Context: an optimization exercise on an open-source flow, tuned for small area, a short achievable clock period and few clock cycles. The choices shown serve that exercise and are no tape-out recipe. Function was checked by simulation only, so behaviour that the tests miss may differ from the original.

## lms_top
module lms_top (
	input logic clk_operation,
	input logic rst,
	input logic sample_strobe,
	input logic signed [15:0] sample,
	input logic signed [15:0] desired,
	input logic signed [15:0] mu,
	input logic start,
	output logic ready,
	output logic [31:0] result,
	output logic [255:0] coefs
);
export LEC_CHECK = 0
export CAP_MARGIN = 20
export CORE_MARGIN = 2
export CORE_UTILIZATION = 55
export SLEW_MARGIN = 20
create_clock -name core_clock -period 20.0 [get_ports {clk_operation}]
standard.sh (not shown) runs the stock make flow with config.mk's settings and CLKGATE_MAP_FILE= SYNTH_SCRIPT=/design/flow/synth_recipe.tcl, a recipe that flattens the netlist after the stock synthesis.
==> flow/flow/run.sh <==
#!/bin/bash
# The standard layout, with two changes to how it is made:
# - ORFS's repair_timing aims at a larger setup margin, so that it shortens the real critical
#   paths (the 20 ns clock alone leaves it nothing to repair);
# - the port buffers that global placement adds to every input and output are buf_1 cells
#   (repair may size them up) instead of the default choice, clkdlybuf4s50_1.
set -euo pipefail
bash standard.sh SETUP_SLACK_MARGIN=13.5 "BUFFER_PORTS_ARGS=-buffer_cell sky130_fd_sc_hd__buf_1" finish > make_finish.log 2>&1 || { tail -40 make_finish.log; exit 1; }
The baseline produced a clean layout.
Testbench counts at the start, summed over its fixed seeds: cycles 24,016.
Edit:
--- a/flow/flow/run.sh
+++ b/flow/flow/run.sh
@@ -6,3 +6,3 @@
 #   (repair may size them up) instead of the default choice, clkdlybuf4s50_1.
 set -euo pipefail
-bash standard.sh SETUP_SLACK_MARGIN=13.5 "BUFFER_PORTS_ARGS=-buffer_cell sky130_fd_sc_hd__buf_1" finish > make_finish.log 2>&1 || { tail -40 make_finish.log; exit 1; }
+bash standard.sh SETUP_SLACK_MARGIN=13.0 "BUFFER_PORTS_ARGS=-buffer_cell sky130_fd_sc_hd__buf_1" finish > make_finish.log 2>&1 || { tail -40 make_finish.log; exit 1; }
What happened: Count of clock-buffer cells in the layout decreases by 19. Setup slack is worse by 0.26 ns. Worst hold slack is better by 0.0092 ns. Cell area is lower by 5.1%. Area after synthesis stays the same. Wire length is lower by 4.3%. First-iteration DRC count decreases by 8.9%. Utilization decreases by 3.3 points. Non-clock buffer count decreases by 177. Register-to-register slack is worse by 0.26 ns.
Edit:
--- a/flow/flow/run.sh
+++ b/flow/flow/run.sh
@@ -6,3 +6,3 @@
 #   (repair may size them up) instead of the default choice, clkdlybuf4s50_1.
 set -euo pipefail
-bash standard.sh SETUP_SLACK_MARGIN=13.0 "BUFFER_PORTS_ARGS=-buffer_cell sky130_fd_sc_hd__buf_1" finish > make_finish.log 2>&1 || { tail -40 make_finish.log; exit 1; }
+bash standard.sh SETUP_SLACK_MARGIN=12.5 "BUFFER_PORTS_ARGS=-buffer_cell sky130_fd_sc_hd__buf_1" finish > make_finish.log 2>&1 || { tail -40 make_finish.log; exit 1; }
Effect: Sequential share of layout area rises by 0.50 points; synthesized cell count does not change; sequential cell count is unchanged; via count falls by about 0.5%; die area does not change; non-clock buffer count falls by 50; global-route usage falls by 0.14 points; fmax falls by 7.6%; final area falls by about 1.8%.
Edit:
--- a/flow/flow/run.sh
+++ b/flow/flow/run.sh
@@ -6,3 +6,3 @@
 #   (repair may size them up) instead of the default choice, clkdlybuf4s50_1.
 set -euo pipefail
-bash standard.sh SETUP_SLACK_MARGIN=12.5 "BUFFER_PORTS_ARGS=-buffer_cell sky130_fd_sc_hd__buf_1" finish > make_finish.log 2>&1 || { tail -40 make_finish.log; exit 1; }
+bash standard.sh SETUP_SLACK_MARGIN=14 "BUFFER_PORTS_ARGS=-buffer_cell sky130_fd_sc_hd__buf_1" finish > make_finish.log 2>&1 || { tail -40 make_finish.log; exit 1; }
Clock-buffer cell count climbs by 13.
Area after synthesis stays the same.
Core utilization rises by 6.3 points.
Setup slack is better by 0.86 ns.
Maximum frequency goes up by 13%.
First-iteration DRC count increases by 5.6%.
Clock skew decreases by 0.033 ns.
Edit:
- CORE_UTILIZATION: 55 -> 60
=> Routed wire length fell by 1.1%; worst setup slack is better by 0.092 ns; final area went up by about 1.5%; core utilization is higher by 7.6 points.
Edit:
--- a/flow/flow/run.sh
+++ b/flow/flow/run.sh
@@ -6,3 +6,3 @@
 #   (repair may size them up) instead of the default choice, clkdlybuf4s50_1.
 set -euo pipefail
-bash standard.sh SETUP_SLACK_MARGIN=14 "BUFFER_PORTS_ARGS=-buffer_cell sky130_fd_sc_hd__buf_1" finish > make_finish.log 2>&1 || { tail -40 make_finish.log; exit 1; }
+bash standard.sh SETUP_SLACK_MARGIN=14.5 "BUFFER_PORTS_ARGS=-buffer_cell sky130_fd_sc_hd__buf_1" finish > make_finish.log 2>&1 || { tail -40 make_finish.log; exit 1; }
- CORE_UTILIZATION: 60 -> 55
Effect: The new run finished clean; sequential share of layout area hardly moves; die area climbs by about 9%; flip-flop and latch count does not change.

[separate check: timing with driven ports]
The flow's constraints put no driver on any port. The routed layouts listed below were extracted and timed again, unchanged, in two steps. Step 1 (the two cells are an assumption about what drives the block):
set clk [get_ports {clk_operation}]
set_driving_cell -lib_cell sky130_fd_sc_hd__clkbuf_16 $clk
set_driving_cell -lib_cell sky130_fd_sc_hd__buf_2 [delete_from_list [all_inputs] $clk]
Step 2, shift: input delay + t, output delay - t, t = (earliest + latest rising clock arrival at the registers) / 2. This alone moves slack from input paths to output paths. Three values: no drivers, after step 1, after step 2; two values: the first two.
run	shift t [ns]	setup slack, ns	worst setup path after step 2	slew at the worst register clock pin (ns)	worst slew at a driven data input, ns
the first run	0.832	13.317 / 13.317 / 12.932	input to register	0.07 / 0.07	0.05
the second run	0.794	13.060 / 13.060 / 12.982	input to register	0.07 / 0.07	0.07
the third run	0.798	12.485 / 12.485 / 12.485	register to register	0.07 / 0.07	0.07
the fourth run	0.800	13.342 / 13.342 / 13.267	input to register	0.07 / 0.07	0.07
the fifth run	0.786	13.434 / 13.434 / 13.434	register to register	0.07 / 0.07	0.07
the sixth run	0.792	13.404 / 13.404 / 13.404	register to register	0.07 / 0.07	0.07
After both steps setup and hold are still met in every run listed. For the first run, which loses most, drivers alone change the setup slack by 0.000 ns; drivers and shift together by -0.385 ns.
